Background: an optimization exercise with open tools, aiming at small area. Do not read the settings as production practice.
At most, simulation tests tie the RTL to the original design; equivalence was not proved.
The RTL of run 4 was laid out without a check of its function.
Power and IR drop assume default switching activity.

**flow/design.v**
```verilog
`default_nettype none
package ntrpt_pkg;
  localparam int DATA_W = 32;
  localparam int DEPTH = 16;
  localparam int PTR_W = $clog2(DEPTH);
  localparam int CNT_W = $clog2(DEPTH + 1);
  localparam int CAUSE_W = 16;
  localparam logic [CAUSE_W-1:0] MTIP_CAUSE = 16'h0080;
  typedef logic [CNT_W-1:0] count_t;
  typedef logic [PTR_W:0] ptr_t;
endpackage
`default_nettype wire
`timescale 1ns/1ps
`default_nettype none
module fifo_occupancy (
  input  logic                           clk,
  input  logic                           reset,
  input  logic                           push,
  input  logic                           pop,
  output logic                           push_acc,
  output logic                           pop_acc,
  output logic [ntrpt_pkg::PTR_W-1:0]    wr_slot,
  output logic [ntrpt_pkg::PTR_W-1:0]    rd_slot,
  output logic                           pndng,
  output logic                           full
);
  ntrpt_pkg::ptr_t wr_q;
  ntrpt_pkg::ptr_t rd_q;
  logic            same_slot;
  assign same_slot = (wr_q[ntrpt_pkg::PTR_W-1:0] == rd_q[ntrpt_pkg::PTR_W-1:0]);
  assign pndng     = !(same_slot && (wr_q[ntrpt_pkg::PTR_W] == rd_q[ntrpt_pkg::PTR_W]));
  assign full      = same_slot && (wr_q[ntrpt_pkg::PTR_W] != rd_q[ntrpt_pkg::PTR_W]);
  assign pop_acc  = pop && pndng;
  assign push_acc = push && (!full || pop_acc);
  always_ff @(posedge clk or posedge reset) begin
    if (reset) begin
      wr_q <= '0;
    end else if (push_acc) begin
      wr_q <= wr_q + 1'b1;
    end
  end
  always_ff @(posedge clk or posedge reset) begin
    if (reset) begin
      rd_q <= '0;
    end else if (pop_acc) begin
      rd_q <= rd_q + 1'b1;
    end
  end
  assign wr_slot = wr_q[ntrpt_pkg::PTR_W-1:0];
  assign rd_slot = rd_q[ntrpt_pkg::PTR_W-1:0];
endmodule
`default_nettype wire
`timescale 1ns/1ps
`default_nettype none
module shift_store (
  input  logic                                               clk,
  input  logic                                               push_acc,
  input  logic [ntrpt_pkg::PTR_W-1:0]                        wr_slot,
  input  logic [ntrpt_pkg::DATA_W-1:0]                       wr_data,
  output logic [ntrpt_pkg::DEPTH-1:0][ntrpt_pkg::DATA_W-1:0] entries
);
  always_ff @(posedge clk) begin
    for (int i = 0; i < ntrpt_pkg::DEPTH; i++) begin
      if (push_acc && (wr_slot == ntrpt_pkg::PTR_W'(i))) begin
        entries[i] <= wr_data;
      end
    end
  end
endmodule
`default_nettype wire
`timescale 1ns/1ps
`default_nettype none
module read_select (
  input  logic [ntrpt_pkg::DEPTH-1:0][ntrpt_pkg::DATA_W-1:0] entries,
  input  logic [ntrpt_pkg::PTR_W-1:0]                        rd_slot,
  input  logic                                               pndng,
  output logic [ntrpt_pkg::DATA_W-1:0]                       dout
);
  logic [ntrpt_pkg::DEPTH-1:0] sel;
  always_comb begin
    for (int i = 0; i < ntrpt_pkg::DEPTH; i++) begin
      sel[i] = pndng && (rd_slot == ntrpt_pkg::PTR_W'(i));
    end
  end
  always_comb begin
    dout = '0;
    for (int i = 0; i < ntrpt_pkg::DEPTH; i++) begin
      dout = dout | (entries[i] & {ntrpt_pkg::DATA_W{sel[i]}});
    end
  end
endmodule
`default_nettype wire
`timescale 1ns/1ps
`default_nettype none
module cause_scan (
  input  logic                          clk,
  input  logic                          reset,
  input  logic                          push_acc,
  input  logic                          pop_acc,
  input  logic [ntrpt_pkg::DATA_W-1:0]  wr_data,
  input  logic [ntrpt_pkg::DATA_W-1:0]  head,
  output logic                          mtip
);
  ntrpt_pkg::count_t tcnt_q;
  logic              inc;
  logic              dec;
  assign inc = push_acc && (wr_data[ntrpt_pkg::CAUSE_W-1:0] == ntrpt_pkg::MTIP_CAUSE);
  assign dec = pop_acc  && (head[ntrpt_pkg::CAUSE_W-1:0]    == ntrpt_pkg::MTIP_CAUSE);
  always_ff @(posedge clk or posedge reset) begin
    if (reset) begin
      tcnt_q <= '0;
    end else if (inc && !dec) begin
      tcnt_q <= tcnt_q + 1'b1;
    end else if (dec && !inc) begin
      tcnt_q <= tcnt_q - 1'b1;
    end
  end
  assign mtip = (tcnt_q != '0);
endmodule
`default_nettype wire
`timescale 1ns/1ps
`default_nettype none
module ntrpt_cam_fifo (
  input  logic              clk,
  input  logic              reset,
  input  logic              push,
  input  logic              pop,
  input  logic [31:0]       din,
  output logic [31:0]       dout,
  output logic              pndng,
  output logic              full,
  output logic              mtip
);
  logic                        push_acc;
  logic                        pop_acc;
  logic [ntrpt_pkg::PTR_W-1:0] wr_slot;
  logic [ntrpt_pkg::PTR_W-1:0] rd_slot;
  logic [ntrpt_pkg::DEPTH-1:0][ntrpt_pkg::DATA_W-1:0] entries;
  fifo_occupancy i_occupancy (
    .clk      (clk),
    .reset    (reset),
    .push     (push),
    .pop      (pop),
    .push_acc (push_acc),
    .pop_acc  (pop_acc),
    .wr_slot  (wr_slot),
    .rd_slot  (rd_slot),
    .pndng    (pndng),
    .full     (full)
  );
  shift_store i_store (
    .clk      (clk),
    .push_acc (push_acc),
    .wr_slot  (wr_slot),
    .wr_data  (din),
    .entries  (entries)
  );
  read_select i_read (
    .entries (entries),
    .rd_slot (rd_slot),
    .pndng   (pndng),
    .dout    (dout)
  );
  cause_scan i_scan (
    .clk      (clk),
    .reset    (reset),
    .push_acc (push_acc),
    .pop_acc  (pop_acc),
    .wr_data  (din),
    .head     (dout),
    .mtip     (mtip)
  );
endmodule
`default_nettype wire
```
**flow/run.sh**
```bash
#!/bin/bash
# synth_recipe.tcl (not shown) runs the flow's synth.tcl, then flattens the netlist and writes it again
# the make line also repeats each setting of config.mk as NAME=value (left out here)
make -C /OpenROAD-flow-scripts/flow DESIGN_CONFIG=/design/flow/config.mk WORK_HOME=/design/flow/orfs CLKGATE_MAP_FILE= SYNTH_SCRIPT=/design/flow/synth_recipe.tcl finish
```
**flow/config.mk**
```make
export PLATFORM = sky130hd
export DESIGN_NAME = ntrpt_cam_fifo
export DESIGN_NICKNAME = ntrpt_cam_fifo
export VERILOG_FILES = /design/flow/design.v
export SDC_FILE = /design/flow/constraint.sdc
export NUM_CORES = 4
export LEC_CHECK = 0
export CAP_MARGIN = 20
export CORE_MARGIN = 2
export CORE_UTILIZATION = 40
export CTS_BUF_LIST = sky130_fd_sc_hd__clkbuf_8
export CTS_CLUSTER_DIAMETER = 45
export CTS_CLUSTER_SIZE = 16
export SLEW_MARGIN = 20
```
**flow/constraint.sdc**
```tcl
create_clock -name core_clock -period 6.0 [get_ports {clk}]
set_input_delay 1.2000 -clock core_clock [delete_from_list [all_inputs] [get_ports {clk}]]
set_output_delay 1.2000 -clock core_clock [all_outputs]
set_load 0.01 [all_outputs]
```
==> impl_metrics.yaml, run 1 <==
floorplanning:
  boundaryPins: 71
  die_area_sq_um: 51400
  die_y_microns: 227
  die_x_microns: 227
  std_cell_rows: 81
  fp.coreArea_sq_um: 49000
  start_util: 0.405
setup_path:
  critPathMaxFanout: 19
  arrival_ns: 4.52
  cp.required_ns: 4.80
  cp-end-kind: "output pin"
  criticalPathCategory: "flip-flop to output pin"
  cp-start-kind: "flip-flop"
  crit_chain: "buf_4, and2_1, o41a_1, and2_1, buf_4, a22oi_1, nand4_1, or3_1, clkdlybuf4s50_1"
  slowest_stage: "and2_1"
  max_stage_delay_ns: 0.72
placement:
  placed_area_sq_um: 21700
  dpl.hpwl_microns: 34000
  dp_slack_ns: 1.09
  gp_congestion: 0.868
  io_buffers: 70
synth:
  synthCells: 1131
  synth_most_common_cell: "edfxtp_1"
  yosys.area_share.simple: 0.0539
  synth_edf_count: 512
  synthAdderAreaFrac: 0.00858
  yosysTopAreaCell: "edfxtp_1"
  synth_mux_area_frac: 0.00719
  synth-seq-cells: 527
  synth_xor_area_frac: 0.00877
  synth.avg_cell_area_sq_um: 17.5
  async_flop_share: 0.0285
  synth_compound_area_frac: 0.110
  synth_top_family_by_area: "compound AO/OA/AOI/OAI gates"
  ys_seq_area_frac: 0.794
  yosys_warnings: 4
  ys_top_cells_by_area: "edfxtp_1 (78%), a22oi_1 (4.8%), a222oi_1 (2.1%)"
  ys_types: 62
  syn_nets: 1180
  synth_top_area_frac: 0.775
  syn_area_sq_um: 19800
  netlist_top_cells_count: "edfxtp_1 (512), a22oi_1 (128), nand2_1 (68), nor2_1 (46), a222oi_1 (42)"
  yosys_most_used_dff: "edfxtp_1"
drt:
  via_count: 11712
  dr.pass1.iters: 8
  viasPerCell: 6.01
  ant_nets: 0
  first_iter_violations: 1560
  drt_wl_total_microns: 57400
  routedWlPerCell_microns: 29.5
  drc_errors: 0
finish:
  seqCellArea_sq_um: 15800
  stdcell_area_sq_um: 22800
  fillCellCount: 4145
  area_delta_synth_final_pct: 15.0
  utilization: 0.466
  nets: 1295
  drive_gt1_frac: 0.143
  multi_input_area_sq_um: 3910
clock_network:
  cts_root_buffer: "clkbuf_8"
  cts_hold_buf: 0
  cts_sinks: 527
  tritoncts: "done"
  htreeDepth: 2
  insertion_delay_ns: 0.68
  cts_buffers: 51
  cts_buffer_depth: 3
  cts_setup_buffers: 0
  cts_resized: 0
  clk_pin_slew_worst_paths_ns: 0.08
power:
  powerDensity_nw_per_um2: 482
  p_leak_nw: 7.31
  ir_drop_mv: 0.243
worst_hold_path:
  min_path_type: "flip-flop to flip-flop"
timing:
  worst_clock_skew_ns: 0.0344
  setup_tns_ns: 0
  finalCriticalPeriod_ns: 5.72
  fmax_mhz: 175
  maxSlewViolCount: 0
  worstMarginPinSlew_ns: 1.08
  post-route-period-util: 0.953
  grt_setup_unrepaired: "false"
  finalSetupViolCount: 0
  holdWs_ns: 0.487
  fin_ws_ns: 0.282
  finalHoldViolations: 0
  relSlewSlack: 0.282
global_route:
  grt_use_total: 0.227
  grt-ovfl-total: 0
  grt_pass1_vias: 11707
  grt_max_degree: 31
  grt_first_pass_wirelength_microns: 82500
  antenna_found_initial: 1
status:
  outcome: "no timing/DRC/antenna violations"
run:
  cap_violations: 0
[routing by layer]
layer	vias up	GRT usage	share of wire	wire, microns
met5	-	0	0	0
met4	0	0.0660	0.023	1340
li1	4908	-	-	-
met1	6011	0.319	0.41	23800
met2	705	0.348	0.46	26400
met3	88	0.0588	0.10	5840
[sequential cells by signal, summed over array words and instances, names as in the netlist]
register          flops
i_scan.tcnt_q         5
i_occupancy.wr_q      5
i_store.entries     512
i_occupancy.rd_q      5
[per-stage QoR]
step	cells	power [mW]
2_1_floorplan	1131	6.60
3_3_place_gp	1856	8.57
3_5_place_dp	1856	8.59
4_1_cts	1945	11.0
5_1_grt	1946	11.4
6_report	1948	11.0
[path summary, 6_finish.rpt]
kind / start / endpoint / slack (ns) / depth (start not counted)
min in group asynchronous: reset / i_occupancy.wr_q[3] / 0.93 / 2
max reg2reg: i_occupancy.wr_q[2] / i_scan.tcnt_q[4] / 1.07 / 16
min reg2reg: i_scan.tcnt_q[4] / i_scan.tcnt_q[4] / 0.49 / 1
max in group asynchronous: reset / i_occupancy.wr_q[1] / 4.64 / 2
min: i_scan.tcnt_q[4] / i_scan.tcnt_q[4] / 0.49 / 1
max: i_occupancy.rd_q[2] / dout[28] / 0.28 / 9
[critical path: cells and delay by family (launching register included)]
| kind | cells | cell delay, ns |
|---|---|---|
| DFF | 1 | 0.38 |
| AOI/OAI and AO/OA | 2 | 0.67 |
| buffers and inverters | 3 | 1.18 |
| and+or+nand+nor | 4 | 1.62 |
[power breakdown]
part	leakage, nW	internal, mW	switching, mW	total (mW)
sequential	4.81	4.44	0.131	4.57
clock	0.579	1.08	1.33	2.41
combinational	1.92	1.44	2.57	4.01
[cell families after synthesis]
family	count (synthesis)
DFF	527
AOI/OAI and AO/OA	264
and+or+nand+nor	216
buffers and inverters	78
xor gates and xnor gates	19
muxes	14
adders and majority gates	13
[layout make-up]
class	count	share of cell area
Clock inverter	37	0.0174
Sequential cell	527	0.690
Tap cell	664	0.0364
Multi-Input combinational cell	526	0.171
Antenna cell	2	0.000219
Clock buffer	52	0.0314
Timing Repair Buffer	125	0.0502
Inverter	15	0.00247
[layout by cell type, fill, tap and decap left out, types with 7 or more instances in the layout]
cell type,synthesis,final
a21oi_1,8,8
nor4_1,10,10
dfrtp_1,15,15
xor2_1,10,8
a211oi_1,7,7
xnor2_1,8,8
a22oi_1,128,128
or3_1,11,11
edfxtp_1,512,512
nand3_1,14,14
clkdlybuf4s50_1,0,70
nand4_1,26,26
a22o_1,17,17
nor2_2,2,12
ha_1,12,10
inv_1,13,16
a222oi_1,42,42
mux2i_1,12,12
buf_4,0,53
nor2_4,0,16
nor2_1,46,20
inv_6,0,7
a221oi_1,13,13
o22ai_1,17,17
clkinv_2,0,7
nand2_1,68,68
and3_1,15,15
clkbuf_8,0,52
==> run 2: changes to the inputs <==
--- a/flow/config.mk
+++ b/flow/config.mk
@@ -8,7 +8,4 @@
 export CAP_MARGIN = 20
 export CORE_MARGIN = 2
 export CORE_UTILIZATION = 40
-export CTS_BUF_LIST = sky130_fd_sc_hd__clkbuf_8
-export CTS_CLUSTER_DIAMETER = 45
-export CTS_CLUSTER_SIZE = 16
 export SLEW_MARGIN = 20
==> run 2 against run 1 <==
Against the previous run: first-iteration DRC count is 9.0% higher; area after synthesis unchanged; largest cell class unchanged; count of clock-buffer cells in the layout increased by 24; flip-flop and latch count is the same; hold slack lost 0.0066 ns; synthesized cell count stayed put.
==> impl_metrics.yaml, run 2 <==
status:
  outcome: "no timing/DRC/antenna violations"
synth:
  synth_edf_count: 512
  synthCells: 1131
  yosys_most_used_dff: "edfxtp_1"
  netlist_top_cells_count: "edfxtp_1 (512), a22oi_1 (128), nand2_1 (68), nor2_1 (46), a222oi_1 (42)"
  yosys.area_share.simple: 0.0539
  synth_mux_area_frac: 0.00719
  syn_nets: 1180
  ys_top_cells_by_area: "edfxtp_1 (78%), a22oi_1 (4.8%), a222oi_1 (2.1%)"
  synth_compound_area_frac: 0.110
  synthAdderAreaFrac: 0.00858
  ys_seq_area_frac: 0.794
  synth.avg_cell_area_sq_um: 17.5
  async_flop_share: 0.0285
  syn_area_sq_um: 19800
  synth_xor_area_frac: 0.00877
  synth_top_area_frac: 0.775
  ys_types: 62
  yosysTopAreaCell: "edfxtp_1"
  synth_most_common_cell: "edfxtp_1"
  synth_top_family_by_area: "compound AO/OA/AOI/OAI gates"
  synth-seq-cells: 527
  yosys_warnings: 4
drt:
  via_count: 11738
  first_iter_violations: 1700
  drc_errors: 0
  dr.pass1.iters: 7
  drt_wl_total_microns: 57200
  viasPerCell: 6.02
  ant_nets: 0
  routedWlPerCell_microns: 29.4
clock_network:
  clk_pin_slew_worst_paths_ns: 0.06
  cts_sinks: 527
  cts_root_buffer: "clkbuf_16"
  insertion_delay_ns: 0.61
  htreeDepth: 2
  tritoncts: "done"
  cts_buffer_depth: 3
  cts_setup_buffers: 0
  cts_buffers: 51
  cts_hold_buf: 0
  cts_resized: 0
floorplanning:
  die_x_microns: 227
  die_area_sq_um: 51400
  fp.coreArea_sq_um: 49000
  std_cell_rows: 81
  boundaryPins: 71
  die_y_microns: 227
  start_util: 0.405
global_route:
  grt_max_degree: 31
  antenna_found_initial: 2
  grt-ovfl-total: 0
  grt_pass1_vias: 11749
  grt_use_total: 0.226
  grt_first_pass_wirelength_microns: 82500
setup_path:
  slowest_stage: "nor2_2"
  crit_chain: "inv_1, ha_1, clkinv_1, nor2_2, buf_4, a222oi_1, nand3_1, a211o_1, clkdlybuf4s50_1"
  max_stage_delay_ns: 0.75
  cp-start-kind: "flip-flop"
  critPathMaxFanout: 14
  arrival_ns: 4.43
  criticalPathCategory: "flip-flop to output pin"
  cp.required_ns: 4.80
  cp-end-kind: "output pin"
placement:
  dpl.hpwl_microns: 34000
  gp_congestion: 0.868
  io_buffers: 70
  placed_area_sq_um: 21700
power:
  switching_share: 0.348
  internal_power_mw: 7.57
  clock_power_share: 0.260
  pwr-share-comb: 0.346
  p_leak_nw: 7.47
  switching_power_mw: 4.04
  seqPwrFrac: 0.394
  powerDensity_nw_per_um2: 499
  ir_drop_mv: 0.270
timing:
  finalSetupViolCount: 0
  finalCriticalPeriod_ns: 5.63
  post-route-period-util: 0.938
  fmax_mhz: 178
  worstMarginPinSlew_ns: 1.08
  maxSlewViolCount: 0
  setup_tns_ns: 0
  worst_clock_skew_ns: 0.0228
  finalHoldViolations: 0
  grt_setup_unrepaired: "false"
  relSlewSlack: 0.281
finish:
  final_cell_mix: "edfxtp_1 (512), a22oi_1 (128), clkdlybuf4s50_1 (70)"
  drive_gt1_frac: 0.127
  top_register: "i_store.entries"
  largest_reg_flops: 512
  nets: 1295
  layout_commonest_cell: "edfxtp_1"
  area_delta_synth_final_pct: 17.1
  stdcell_area_sq_um: 23200
worst_hold_path:
  min_path_type: "flip-flop to flip-flop"
run:
  cap_violations: 0
## run 2: cell counts after synthesis
No cell type changed its count.
## run 2: stage by stage
step | hold slack [ns] | util | worst slack (ns) | std cells | total power [mW]
3_5_place_dp | 0.471 | 0.442 | 1.09 | 1856 | 8.59
2_1_floorplan | 0.443 | - | 2.20 | 1131 | 6.60
3_3_place_gp | 0.476 | 0.442 | 1.02 | 1856 | 8.57
6_report | 0.481 | 0.475 | 0.375 | 1949 | 11.6
5_1_grt | 0.509 | 0.475 | 0.280 | 1948 | 12.0
4_1_cts | 0.486 | 0.474 | 0.448 | 1947 | 11.6
## run 2: path summary, 6_finish.rpt
path / startpoint / end / slack (ns) / cells past startpoint
min: i_scan.tcnt_q[4] / i_scan.tcnt_q[4] / 0.48 / 1
max: i_occupancy.rd_q[0] / dout[26] / 0.37 / 9
max in group asynchronous: reset / i_occupancy.wr_q[4] / 4.59 / 2
min reg2reg: i_scan.tcnt_q[4] / i_scan.tcnt_q[4] / 0.48 / 1
min in group asynchronous: reset / i_occupancy.rd_q[1] / 0.99 / 2
max reg2reg: i_occupancy.wr_q[2] / i_scan.tcnt_q[4] / 1.05 / 16
## run 2: cell type report
| cell class | count | area (sq um) |
|---|---|---|
| timing repair buffer | 125 | 1150 |
| sequential | 527 | 15800 |
| inverter | 15 | 56.3 |
| fill | 4088 | 25700 |
| clock inverter | 15 | 110 |
| multi-input combinational | 526 | 3910 |
| antenna | 1 | 2.50 |
| clock buffer | 76 | 1420 |
| tap | 664 | 831 |
## run 2: per-layer routing
layer	up-vias	share of wire	GRT usage
li1	4915	-	-
met3	112	0.10	0.0507
met4	2	0.027	0.0724
met2	695	0.45	0.345
met1	6014	0.42	0.323
met5	-	0.00023	0
## run 2: power groups by stage
stage / combinational, mW / sequential (mW) / clock [mW]
after floorplan: 1.99 / 4.62 / 0
after global placement: 3.93 / 4.63 / 0
after detailed placement: 3.95 / 4.65 / 0
after CTS: 3.97 / 4.57 / 3.04
after global routing: 4.22 / 4.61 / 3.19
final: 4.01 / 4.58 / 3.02
## run 2: logic make-up after synthesis
logic type	Yosys count
xor+xnor	19
flops	527
fa+ha+maj	13
mux	14
buf+inv	78
compound gates	264
simple gates	216
## run 2: worst max-delay path: cells and delay by family (launching register included)
| kind | cells | cell delay (ns) |
|---|---|---|
| AOI/OAI and AO/OA | 2 | 0.29 |
| buffers and inverters | 4 | 1.65 |
| DFF | 1 | 0.47 |
| adders and majority gates | 1 | 0.48 |
| and+or+nand+nor | 2 | 0.93 |
==> run 3: changes to the inputs <==
--- a/flow/config.mk
+++ b/flow/config.mk
@@ -8,4 +8,7 @@
 export CAP_MARGIN = 20
 export CORE_MARGIN = 2
 export CORE_UTILIZATION = 40
+export CTS_BUF_LIST = sky130_fd_sc_hd__clkbuf_16
+export CTS_CLUSTER_DIAMETER = 70
+export CTS_CLUSTER_SIZE = 35
 export SLEW_MARGIN = 20
==> run 3 against run 2 <==
Against the previous run: clock power fell by 25%; routed wire length down 1.8%; sequential power is essentially flat; final cell count decreased by 2.1%; combinational power hardly changed; via count shrank 2.1%; critical path depth is the same; hold slack better by 0.0084 ns; critical endpoint is now dout[28]; highest routed layer is now met4.
==> impl_metrics.yaml, run 3 <==
timing:
  finalCriticalPeriod_ns: 5.65
  worstMarginPinSlew_ns: 1.09
  finalHoldViolations: 0
  setup_tns_ns: 0
  relSlewSlack: 0.273
  finalSetupViolCount: 0
  holdWs_ns: 0.489
  post-route-period-util: 0.941
  fmax_mhz: 177
  maxSlewViolCount: 0
  worst_clock_skew_ns: 0.0290
  grt_setup_unrepaired: "false"
power:
  fin_total_pwr_mw: 10.8
  p_leak_nw: 7.20
  powerDensity_nw_per_um2: 477
  ir_drop_mv: 0.247
setup_path:
  rr_worst_depth: 16
  timing.rr.end: "i_scan.tcnt_q[4]"
  cp-start-kind: "flip-flop"
  criticalPathCategory: "flip-flop to output pin"
  cp-end-kind: "output pin"
  reg2reg_from: "i_occupancy.wr_q[2]"
  arrival_ns: 4.45
  r2r_setup_slack_ns: 1.02
  cp.required_ns: 4.80
  critPathMaxFanout: 19
placement:
  io_buffers: 70
  gp_congestion: 0.868
  place_inst: 1856
  dpl.hpwl_microns: 34000
drt:
  via_count: 11491
  viasPerCell: 6.02
  routedWlPerCell_microns: 29.5
  ant_nets: 0
  dr.pass1.iters: 7
  first_iter_violations: 1521
  drc_errors: 0
  drt_wl_total_microns: 56200
synth:
  yosys_warnings: 4
  ys_seq_area_frac: 0.794
  async_flop_share: 0.0285
  synth_top_area_frac: 0.775
  yosysTopAreaCell: "edfxtp_1"
  yosys_most_used_dff: "edfxtp_1"
  syn_nets: 1180
  ys_top_cells_by_area: "edfxtp_1 (78%), a22oi_1 (4.8%), a222oi_1 (2.1%)"
  syn_area_sq_um: 19800
  netlist_top_cells_count: "edfxtp_1 (512), a22oi_1 (128), nand2_1 (68), nor2_1 (46), a222oi_1 (42)"
  synth_most_common_cell: "edfxtp_1"
  synth_edf_count: 512
  synth-seq-cells: 527
  synth.avg_cell_area_sq_um: 17.5
  synthCells: 1131
  ys_types: 62
floorplanning:
  die_area_sq_um: 51400
  boundaryPins: 71
  die_x_microns: 227
  die_y_microns: 227
  fp.coreArea_sq_um: 49000
  std_cell_rows: 81
  start_util: 0.405
worst_hold_path:
  hp-start: "i_scan.tcnt_q[4]"
  hold_depth: 1
  hold_end: "i_scan.tcnt_q[4]"
  min_path_type: "flip-flop to flip-flop"
finish:
  nets: 1271
  drive_gt1_frac: 0.120
  largest_reg_flops: 512
  utilization: 0.464
  area_delta_synth_final_pct: 14.5
  fillCellCount: 4125
  layout_commonest_cell: "edfxtp_1"
  top_register: "i_store.entries"
  final_cell_mix: "edfxtp_1 (512), a22oi_1 (128), clkdlybuf4s50_1 (70)"
  layout.cells.non_filler: 1908
global_route:
  grt_first_pass_wirelength_microns: 81100
  grt-ovfl-total: 0
  grt_use_total: 0.221
  grt_max_degree: 34
  grt_pass1_vias: 11495
  antenna_found_initial: 1
clock_network:
  clk_pin_slew_worst_paths_ns: 0.10
  cts_root_buffer: "clkbuf_16"
  cts_buffer_depth: 3
  cts_sinks: 527
  cts_buffers: 27
  cts_resized: 0
  insertion_delay_ns: 0.61
  tritoncts: "done"
  cts_hold_buf: 0
  cts_setup_buffers: 0
  htreeDepth: 1
run:
  cap_violations: 0
status:
  outcome: "no timing/DRC/antenna violations"
-- run 3: cell counts after synthesis --
Identical to the previous run, type by type.
-- run 3: report_power, final --
group / switching (mW) / leakage, nW / internal [mW]
clock: 1.33 / 0.476 / 0.934
sequential: 0.129 / 4.81 / 4.44
combinational: 2.56 / 1.92 / 1.44
total: 4.03 / 7.20 / 6.81
-- run 3: layer usage --
layer	GRT usage	vias to the layer above	share of wire
met2	0.343	639	0.45
li1	-	4842	-
met4	0.0603	0	0.030
met5	0	-	0
met3	0.0469	108	0.10
met1	0.317	5902	0.41
-- run 3: area by class of cell --
class	count	area [sq um]	area share
clock buffers	27	676	0.0297
repair buffers	125	1150	0.0505
multi-input cells	526	3910	0.172
well taps	664	831	0.0366
diodes	1	2.50	0.000110
inverters	15	56.3	0.00248
clock inverters	23	339	0.0149
flip-flops and latches	527	15800	0.693
-- run 3: kinds of logic (layout without fill, tap and decap cells) --
family	Yosys count	count (layout)	synth area share
AND/OR/NAND/NOR	216	216	0.0539
buffers and inverters	78	190	0.0170
AO/OA/AOI/OAI	264	264	0.110
other	0	1	0
flip-flops	527	527	0.794
adder cells (fa/ha/maj)	13	13	0.00858
XOR/XNOR	19	19	0.00877
multiplexers	14	14	0.00719
-- run 3: per-stage QoR --
step	setup WS, ns	cell area (sq um)
2_1_floorplan	2.20	19800
3_3_place_gp	1.02	21700
3_5_place_dp	1.09	21700
4_1_cts	0.436	22700
5_1_grt	0.250	22700
6_report	0.353	22700
-- run 3: critical path, cell delays in order (launching register included) --
cell and delay [ns]:
dfrtp_1 0.39, buf_4 0.33, and2_1 0.69, o41a_1 0.56, and2_1 0.61, buf_4 0.29, a22oi_1 0.11, nand4_1 0.13
or3_1 0.17, clkdlybuf4s50_1 0.55
-- run 3: worst max path at each step --
stage,startpoint,end,slack (ns),cells past startpoint
global route,i_occupancy.rd_q[2],dout[28],0.25,9
finish,i_occupancy.rd_q[2],dout[28],0.35,9
global placement,i_occupancy.rd_q[0],dout[4],1.02,7
CTS,i_occupancy.rd_q[2],dout[28],0.44,9
floorplan,i_occupancy.rd_q[0],i_scan.tcnt_q[4],2.20,17
detailed placement,i_occupancy.rd_q[2],dout[28],1.09,9
==> run 4: changes to the inputs <==
--- a/flow/design.v
+++ b/flow/design.v
@@ -54,17 +54,35 @@
 `default_nettype none
 module shift_store (
   input  logic                                               clk,
+  input  logic                                               reset,
   input  logic                                               push_acc,
+  input  logic                                               pop_acc,
   input  logic [ntrpt_pkg::PTR_W-1:0]                        wr_slot,
+  input  logic [ntrpt_pkg::PTR_W-1:0]                        rd_slot,
   input  logic [ntrpt_pkg::DATA_W-1:0]                       wr_data,
   output logic [ntrpt_pkg::DEPTH-1:0][ntrpt_pkg::DATA_W-1:0] entries
 );
+  logic                                               wipe_q;
+  logic [ntrpt_pkg::DEPTH-1:0]                        we;
+  logic [ntrpt_pkg::DEPTH-1:0]                        keep;
+  logic [ntrpt_pkg::DEPTH-1:0][ntrpt_pkg::DATA_W-1:0] nxt_entries;
+  always_ff @(posedge clk or posedge reset) begin
+    if (reset) begin
+      wipe_q <= 1'b1;
+    end else begin
+      wipe_q <= 1'b0;
+    end
+  end
+  always_comb begin
+    for (int i = 0; i < ntrpt_pkg::DEPTH; i++) begin
+      we[i]   = push_acc && (wr_slot == ntrpt_pkg::PTR_W'(i));
+      keep[i] = !wipe_q && !(pop_acc && (rd_slot == ntrpt_pkg::PTR_W'(i)));
+      nxt_entries[i] = (entries[i] & {ntrpt_pkg::DATA_W{keep[i]}})
+                     | (wr_data    & {ntrpt_pkg::DATA_W{we[i]}});
+    end
+  end
   always_ff @(posedge clk) begin
-    for (int i = 0; i < ntrpt_pkg::DEPTH; i++) begin
-      if (push_acc && (wr_slot == ntrpt_pkg::PTR_W'(i))) begin
-        entries[i] <= wr_data;
-      end
-    end
+    entries <= nxt_entries;
   end
 endmodule
 `default_nettype wire
@@ -150,8 +168,11 @@
   );
   shift_store i_store (
     .clk      (clk),
+    .reset    (reset),
     .push_acc (push_acc),
+    .pop_acc  (pop_acc),
     .wr_slot  (wr_slot),
+    .rd_slot  (rd_slot),
     .wr_data  (din),
     .entries  (entries)
   );
==> run 4 against run 3 <==
Against the previous run: area after synthesis increased by 3.0%; hold slack got worse by 0.012 ns; total power decreased by 2.2%; critical endpoint is now dout[18]; register-to-register slack got worse by 0.11 ns; fmax increased by 1.8%; critical path type unchanged; via count increased by 49%; critical path depth decreased by 1; clock power increased by 11%; final area increased by 1.3%; utilization decreased by 0.63 points.
==> impl_metrics.yaml, run 4 <==
status:
  outcome: "no timing/DRC/antenna violations"
setup_path:
  reg2reg_from: "i_occupancy.wr_q[3]"
  r2r_setup_slack_ns: 0.91
  timing.rr.end: "i_scan.tcnt_q[4]"
  rr_worst_depth: 15
  startpoint: "i_occupancy.wr_q[3]"
  cp.required_ns: 4.80
  crit_end: "dout[18]"
  criticalPathCategory: "flip-flop to output pin"
  cp-start-kind: "flip-flop"
  arrival_ns: 4.35
  cp-end-kind: "output pin"
  critPathMaxFanout: 13
finish:
  top_register: "i_store.entries"
  diodes: 0
  area_delta_synth_final_pct: 12.7
  nets: 1829
  layout.cells.non_filler: 2476
  final_cell_mix: "a22o_1 (530), dfxtp_1 (512), a22oi_1 (104)"
  drive_gt1_frac: 0.121
  largest_reg_flops: 512
  utilization: 0.458
  layout_commonest_cell: "a22o_1"
  fillCellCount: 4535
floorplanning:
  die_y_microns: 230
  std_cell_rows: 82
  die_area_sq_um: 52900
  start_util: 0.406
  boundaryPins: 71
  fp.coreArea_sq_um: 50300
  die_x_microns: 230
timing:
  finalSetupViolCount: 0
  fmax_mhz: 180
  worstMarginPinSlew_ns: 1.15
  fin_ws_ns: 0.451
  post-route-period-util: 0.925
  setup_tns_ns: 0
  relSlewSlack: 0.231
  finalHoldViolations: 0
  finalCriticalPeriod_ns: 5.55
  grt_setup_unrepaired: "false"
  maxSlewViolCount: 0
  worst_clock_skew_ns: 0.0294
global_route:
  grt_first_pass_wirelength_microns: 115000
  grt_max_degree: 33
  antenna_found_initial: 1
  grt-ovfl-total: 0
  grt_use_total: 0.288
  grt_pass1_vias: 16710
drt:
  viasPerCell: 6.90
  drt_wl_total_microns: 78300
  dr.pass1.iters: 6
  drc_errors: 0
  ant_nets: 0
  first_iter_violations: 2680
  routedWlPerCell_microns: 31.6
  via_count: 17080
clock_network:
  cts_hold_buf: 0
  htreeDepth: 1
  insertion_delay_ns: 0.64
  clk_pin_slew_worst_paths_ns: 0.09
  cts_setup_buffers: 0
  cts_root_buffer: "clkbuf_16"
  cts_buffers: 31
  cts_buffer_depth: 3
  cts_resized: 0
  cts_sinks: 528
  tritoncts: "done"
synth:
  synth_top_area_frac: 0.502
  syn_nets: 1874
  ys_seq_area_frac: 0.522
  netlist_top_cells_count: "a22o_1 (530), dfxtp_1 (512), a22oi_1 (104), buf_2 (94), clkbuf_1 (80)"
  synth_edf_count: 0
  ys_types: 83
  synth_most_common_cell: "a22o_1"
  yosys_most_used_dff: "dfxtp_1"
  ys_top_cells_by_area: "dfxtp_1 (50%), a22o_1 (23%), a22oi_1 (3.8%)"
  synth.avg_cell_area_sq_um: 11.2
  yosys_warnings: 4
  synth-seq-cells: 528
  syn_area_sq_um: 20400
  yosysTopAreaCell: "dfxtp_1"
  async_flop_share: 0.0303
  synthCells: 1825
power:
  p_leak_nw: 8.40
  powerDensity_nw_per_um2: 461
  ir_drop_mv: 0.295
placement:
  dpl.hpwl_microns: 46000
  io_buffers: 70
  gp_congestion: 0.872
  dp_slack_ns: 1.09
  place_inst: 2418
worst_hold_path:
  min_path_type: "flip-flop to flip-flop"
  hp-start: "i_store.entries[480]"
run:
  cap_violations: 0
## run 4: cell count changes after synthesis, sizes merged, moves of 17 or more
cell and change:
nand2 -23, buf +130, o21ai +17, a22o +513, dfxtp +512, a22oi -24, a31oi +19, edfxtp -512
clkbuf +38
## run 4: power breakdown
group / total [mW] / leakage, nW / switching, mW / internal, mW
registers: 4.48 / 4.34 / 0.437 / 4.04
clock network: 2.51 / 0.547 / 1.42 / 1.09
logic: 3.61 / 3.51 / 2.42 / 1.19
## run 4: worst min-delay path by stage
stage,to,slack (ns),depth (start not counted)
after detailed placement,i_store.entries[260],0.45,1
after global placement,i_store.entries[163],0.45,1
after floorplan,i_store.entries[163],0.43,1
after global routing,i_store.entries[385],0.49,1
final,i_store.entries[480],0.48,1
after CTS,i_store.entries[484],0.48,1
## run 4: worst max-delay path, stage by stage, from the launching register on
cell	delay, ns
dfrtp_1	0.77
xnor2_1	0.21
and2_1	0.72
a21oi_2	0.50
a22o_1	0.32
a221oi_1	0.33
and3_1	0.22
nand4_1	0.12
clkdlybuf4s50_1	0.52
## run 4: logic make-up after synthesis
kind of cell	after synthesis	synth area share
compound gates	817	0.340
flops	528	0.522
buf+inv	243	0.0563
simple gates	179	0.0488
mux	26	0.0160
xor+xnor	18	0.00882
fa+ha+maj	13	0.00833
other cells	1	0.000184
## run 4: stage by stage
stage | total power, mW | instance area (sq um) | hold WS [ns]
after floorplan | 6.50 | 20400 | 0.434
after global placement | 7.97 | 21800 | 0.448
after detailed placement | 8.00 | 21800 | 0.454
after CTS | 10.5 | 23000 | 0.478
after global routing | 10.9 | 23000 | 0.488
final | 10.6 | 23000 | 0.477
## run 4: final cells by class
cell class | count | area [sq um] | area share
sequential | 528 | 10700 | 0.463
multi-input combinational | 1054 | 8990 | 0.391
timing repair buffer | 153 | 1340 | 0.0584
tap | 672 | 841 | 0.0365
clock buffer | 31 | 776 | 0.0337
clock inverter | 26 | 359 | 0.0156
inverter | 12 | 47.5 | 0.00207
## run 4: per-layer routing
layer,global-route usage,part of all wire,routed length [microns],vias up
met5,0,0.00017,13,-
met4,0.126,0.045,3510,2
met3,0.0567,0.11,8840,241
met2,0.425,0.42,33100,1193
met1,0.407,0.42,32800,8536
li1,-,-,-,7108
==> run 5: changes to the inputs <==
--- a/flow/design.v
+++ b/flow/design.v
@@ -54,35 +54,17 @@
 `default_nettype none
 module shift_store (
   input  logic                                               clk,
-  input  logic                                               reset,
   input  logic                                               push_acc,
-  input  logic                                               pop_acc,
   input  logic [ntrpt_pkg::PTR_W-1:0]                        wr_slot,
-  input  logic [ntrpt_pkg::PTR_W-1:0]                        rd_slot,
   input  logic [ntrpt_pkg::DATA_W-1:0]                       wr_data,
   output logic [ntrpt_pkg::DEPTH-1:0][ntrpt_pkg::DATA_W-1:0] entries
 );
-  logic                                               wipe_q;
-  logic [ntrpt_pkg::DEPTH-1:0]                        we;
-  logic [ntrpt_pkg::DEPTH-1:0]                        keep;
-  logic [ntrpt_pkg::DEPTH-1:0][ntrpt_pkg::DATA_W-1:0] nxt_entries;
-  always_ff @(posedge clk or posedge reset) begin
-    if (reset) begin
-      wipe_q <= 1'b1;
-    end else begin
-      wipe_q <= 1'b0;
+  always_ff @(posedge clk) begin
+    for (int i = 0; i < ntrpt_pkg::DEPTH; i++) begin
+      if (push_acc && (wr_slot == ntrpt_pkg::PTR_W'(i))) begin
+        entries[i] <= wr_data;
+      end
     end
-  end
-  always_comb begin
-    for (int i = 0; i < ntrpt_pkg::DEPTH; i++) begin
-      we[i]   = push_acc && (wr_slot == ntrpt_pkg::PTR_W'(i));
-      keep[i] = !wipe_q && !(pop_acc && (rd_slot == ntrpt_pkg::PTR_W'(i)));
-      nxt_entries[i] = (entries[i] & {ntrpt_pkg::DATA_W{keep[i]}})
-                     | (wr_data    & {ntrpt_pkg::DATA_W{we[i]}});
-    end
-  end
-  always_ff @(posedge clk) begin
-    entries <= nxt_entries;
   end
 endmodule
 `default_nettype wire
@@ -168,11 +150,8 @@
   );
   shift_store i_store (
     .clk      (clk),
-    .reset    (reset),
     .push_acc (push_acc),
-    .pop_acc  (pop_acc),
     .wr_slot  (wr_slot),
-    .rd_slot  (rd_slot),
     .wr_data  (din),
     .entries  (entries)
   );
==> flow/flow/run.sh (new file) <==
#!/bin/bash
# Own layout flow: the standard ORFS flow (standard.sh), with
#  - port buffers of the smallest buffer cell instead of the default pick
#  - clock tree built from one buffer type with larger sink clusters,
#    and without dummy loads
# Each tool's output goes to its own log in this folder.
set -e
cp standard.sh standard_sh_copy.log
export BUFFER_PORTS_ARGS="-buffer_cell sky130_fd_sc_hd__buf_1"
export CTS_ARGS="-sink_clustering_enable -repair_clock_nets -dont_use_dummy_load -buf_list sky130_fd_sc_hd__clkbuf_16 -sink_clustering_size 35 -sink_clustering_max_diameter 70"
bash standard.sh > standard.log 2>&1
==> flow/standard.sh (new file) <==
#!/bin/bash
# synth_recipe.tcl (not shown) runs the flow's synth.tcl, then flattens the netlist and writes it again
# the make line also repeats each setting of config.mk as NAME=value (left out here)
make -C /OpenROAD-flow-scripts/flow DESIGN_CONFIG=/design/flow/config.mk WORK_HOME=/design/flow/orfs CLKGATE_MAP_FILE= SYNTH_SCRIPT=/design/flow/synth_recipe.tcl "${@:-finish}"
--- a/flow/config.mk
+++ b/flow/config.mk
@@ -5,10 +5,10 @@
 export SDC_FILE = /design/flow/constraint.sdc
 export NUM_CORES = 4
 export LEC_CHECK = 0
-export CAP_MARGIN = 20
+export CAP_MARGIN = 0
 export CORE_MARGIN = 2
 export CORE_UTILIZATION = 40
 export CTS_BUF_LIST = sky130_fd_sc_hd__clkbuf_16
 export CTS_CLUSTER_DIAMETER = 70
 export CTS_CLUSTER_SIZE = 35
-export SLEW_MARGIN = 20
+export SLEW_MARGIN = 0
removed: flow/run.sh
==> run 5 against run 4 <==
Against the previous run: still clean; critical path depth did not move; die area fell by 2.8%; area after synthesis fell by 2.9%; synthesized cell count fell by 38%; via count fell by 33%; non-clock buffer count fell by 31; combinational power fell by 2%; sequential share of layout area rose by 26 points; clock skew rose by 0.025 ns; total power fell by 5.8%; final area fell by 5.0%; highest routed layer is now met4.
==> impl_metrics.yaml, run 5 <==
drt:
  via_count: 11406
  drc_errors: 0
  first_iter_violations: 1723
  dr.pass1.iters: 6
  viasPerCell: 6.06
  drt_wl_total_microns: 55400
  ant_nets: 0
  routedWlPerCell_microns: 29.4
timing:
  grt_setup_unrepaired: "false"
  relSlewSlack: 0.181
  finalSetupViolCount: 0
  worst_clock_skew_ns: 0.0545
  setup_tns_ns: 0
  fmax_mhz: 183
  worstMarginPinSlew_ns: 1.23
  holdWs_ns: 0.481
  post-route-period-util: 0.908
  maxSlewViolCount: 0
  finalHoldViolations: 0
  finalCriticalPeriod_ns: 5.45
synth:
  synthAdderAreaFrac: 0.00858
  synthCells: 1131
  syn_nets: 1180
  netlist_top_cells_count: "edfxtp_1 (512), a22oi_1 (128), nand2_1 (68), nor2_1 (46), a222oi_1 (42)"
  yosysTopAreaCell: "edfxtp_1"
  synth_top_area_frac: 0.775
  synth_edf_count: 512
  yosys_warnings: 4
  ys_seq_area_frac: 0.794
  syn_area_sq_um: 19800
  synth_top_family_by_area: "compound AO/OA/AOI/OAI gates"
  ys_top_cells_by_area: "edfxtp_1 (78%), a22oi_1 (4.8%), a222oi_1 (2.1%)"
  async_flop_share: 0.0285
  ys_types: 62
  yosys_most_used_dff: "edfxtp_1"
  synth-seq-cells: 527
  synth_most_common_cell: "edfxtp_1"
  yosys.area_share.simple: 0.0539
  synth_mux_area_frac: 0.00719
  synth_compound_area_frac: 0.110
  synth.avg_cell_area_sq_um: 17.5
  synth_xor_area_frac: 0.00877
clock_network:
  cts_hold_buf: 0
  cts_buffer_depth: 3
  cts_resized: 0
  cts_sinks: 527
  cts_root_buffer: "clkbuf_16"
  cts_buffers: 26
  htreeDepth: 1
  cts_setup_buffers: 0
  insertion_delay_ns: 0.60
  clk_pin_slew_worst_paths_ns: 0.08
  tritoncts: "done"
power:
  internal_power_mw: 6.24
  powerDensity_nw_per_um2: 457
  p_leak_nw: 6.83
  pwr-share-comb: 0.355
  switching_share: 0.375
  switching_power_mw: 3.75
  seqPwrFrac: 0.461
  clock_power_share: 0.184
  ir_drop_mv: 0.290
floorplanning:
  start_util: 0.405
  boundaryPins: 71
  std_cell_rows: 81
  die_x_microns: 227
  die_area_sq_um: 51400
  die_y_microns: 227
  fp.coreArea_sq_um: 49000
global_route:
  grt_use_total: 0.215
  grt-ovfl-total: 0
  antenna_found_initial: 1
  grt_first_pass_wirelength_microns: 78600
  grt_pass1_vias: 10973
  grt_max_degree: 46
setup_path:
  slowest_stage: "o41ai_4"
  cp.required_ns: 4.80
  crit_chain: "xor2_1, o41ai_4, nor2_2, buf_4, a222oi_1, nand4_1, or3_1, buf_1"
  critPathBufInv: 2
  arrival_ns: 4.25
  r2r_setup_slack_ns: 0.76
  max_stage_delay_ns: 1.11
  cpLargestDelayFamily: "compound AO/OA/AOI/OAI gates"
  criticalPathCategory: "flip-flop to output pin"
  cp-end-kind: "output pin"
  cp-start-kind: "flip-flop"
  critPathMaxFanout: 14
placement:
  gp_congestion: 0.869
  io_buffers: 70
  dpl.hpwl_microns: 33700
finish:
  largest_reg_flops: 512
  final_cell_mix: "edfxtp_1 (512), a22oi_1 (128), buf_1 (70)"
  fillCellCount: 4172
  layout_commonest_cell: "edfxtp_1"
  drive_gt1_frac: 0.0987
  nets: 1267
  area_delta_synth_final_pct: 10.2
  top_register: "i_store.entries"
worst_hold_path:
  min_path_type: "flip-flop to flip-flop"
status:
  outcome: "no timing/DRC/antenna violations"
run:
  cap_violations: 0
==> run 5: cell count changes in the layout (fill, tap and decap cells not counted), sizes merged, moves of 11 or more <==
cell,before,now
a22oi,104,128
a31oi,22,3
a22o,530,17
buf,83,122
o21ai,22,5
edfxtp,0,512
inv,24,13
nor2,35,48
dfxtp,512,0
a21oi,23,8
nand2,45,68
clkdlybuf4s50,70,0
==> run 5: power by group through the flow <==
stage	combinational, mW	clock (mW)	sequential, mW
floorplan	1.99	0	4.62
global placement	3.51	0	4.67
detailed placement	3.50	0	4.69
CTS	3.52	1.85	4.60
global route	3.75	1.98	4.64
finish	3.54	1.83	4.61
==> run 5: kinds of logic after synthesis <==
group / count (synthesis)
xor gates and xnor gates: 19
adders and majority gates: 13
buffers and inverters: 78
AOI/OAI and AO/OA: 264
muxes: 14
and+or+nand+nor: 216
DFF: 527
==> run 5: final timing paths <==
kind	startpoint	to	depth (start not counted)
setup / recovery	i_occupancy.rd_q[1]	dout[19]	8
hold / removal	i_scan.tcnt_q[4]	i_scan.tcnt_q[4]	1
setup reg to reg	i_occupancy.rd_q[1]	i_scan.tcnt_q[4]	15
hold reg to reg	i_scan.tcnt_q[4]	i_scan.tcnt_q[4]	1
max in group asynchronous	reset	i_occupancy.wr_q[4]	2
min in group asynchronous	reset	i_scan.tcnt_q[1]	2
==> run 5: stage by stage <==
stage / std cells / total power, mW / setup WS [ns] / util / area [sq um]
2_1_floorplan: 1131 / 6.60 / 2.20 / - / 19800
3_3_place_gp: 1854 / 8.18 / 0.991 / 0.433 / 21200
3_5_place_dp: 1854 / 8.19 / 0.872 / 0.433 / 21200
4_1_cts: 1880 / 9.97 / 0.568 / 0.446 / 21800
5_1_grt: 1880 / 10.4 / 0.400 / 0.446 / 21800
6_report: 1881 / 9.99 / 0.549 / 0.446 / 21900
==> run 5: worst reg2reg max path: cells and delay by family (launching register included) <==
family,cells,cell delay (ns)
fa+ha+maj,2,0.63
flops,1,0.46
simple gates,5,1.36
xor+xnor,3,0.63
buf+inv,1,0.12
compound gates,4,1.94
==> run 5: layout make-up <==
cell class,count,area [sq um],area share
clock buffers,26,651,0.0298
repair buffers,122,666,0.0305
multi-input cells,526,3890,0.178
inverters,15,56.3,0.00258
diodes,1,2.50,0.000115
well taps,664,831,0.0380
flip-flops and latches,527,15800,0.721
==> run 5: per-layer routing <==
metal,vias to the layer above,track usage,wire [microns]
met5,-,0,0
met4,0,0.0429,1180
met3,79,0.0437,5360
met2,605,0.338,25400
met1,5914,0.312,23400
li1,4808,-,-

re-timing with driven ports:
How much do the figures lean on ideal ports? The routed layouts below were timed once more, with nothing changed but the port constraints.
Step 1 (the two cells are an assumption about what drives the block):
set clk [get_ports {clk}]
set_driving_cell -lib_cell sky130_fd_sc_hd__clkbuf_16 $clk
set_driving_cell -lib_cell sky130_fd_sc_hd__buf_2 [delete_from_list [all_inputs] $clk]
Step 2 moves the port delays by t, midway between the first and last clock arrival at a register: inputs arrive t later, outputs are due t later. That takes back most of the time a late clock gives input paths.
Three values: no drivers, after step 1, after step 2; two values: the first two.
run | shift t [ns] | slack for setup (ns) | slew at the worst register clock pin (ns) | cell pins on the clock port's net
run 1 | 0.714 | 0.282 / 0.229 / 0.942 | 0.10 / 0.10 | 1
run 2 | 0.654 | 0.375 / 0.321 / 0.975 | 0.07 / 0.07 | 1
run 3 | 0.649 | 0.353 / 0.301 / 0.950 | 0.12 / 0.12 | 1
run 4 | 0.684 | 0.451 / 0.392 / 0.911 | 0.11 / 0.11 | 1
run 5 | 0.632 | 0.549 / 0.494 / 0.758 | 0.12 / 0.12 | 1
After both steps setup and hold are still met in every run listed.
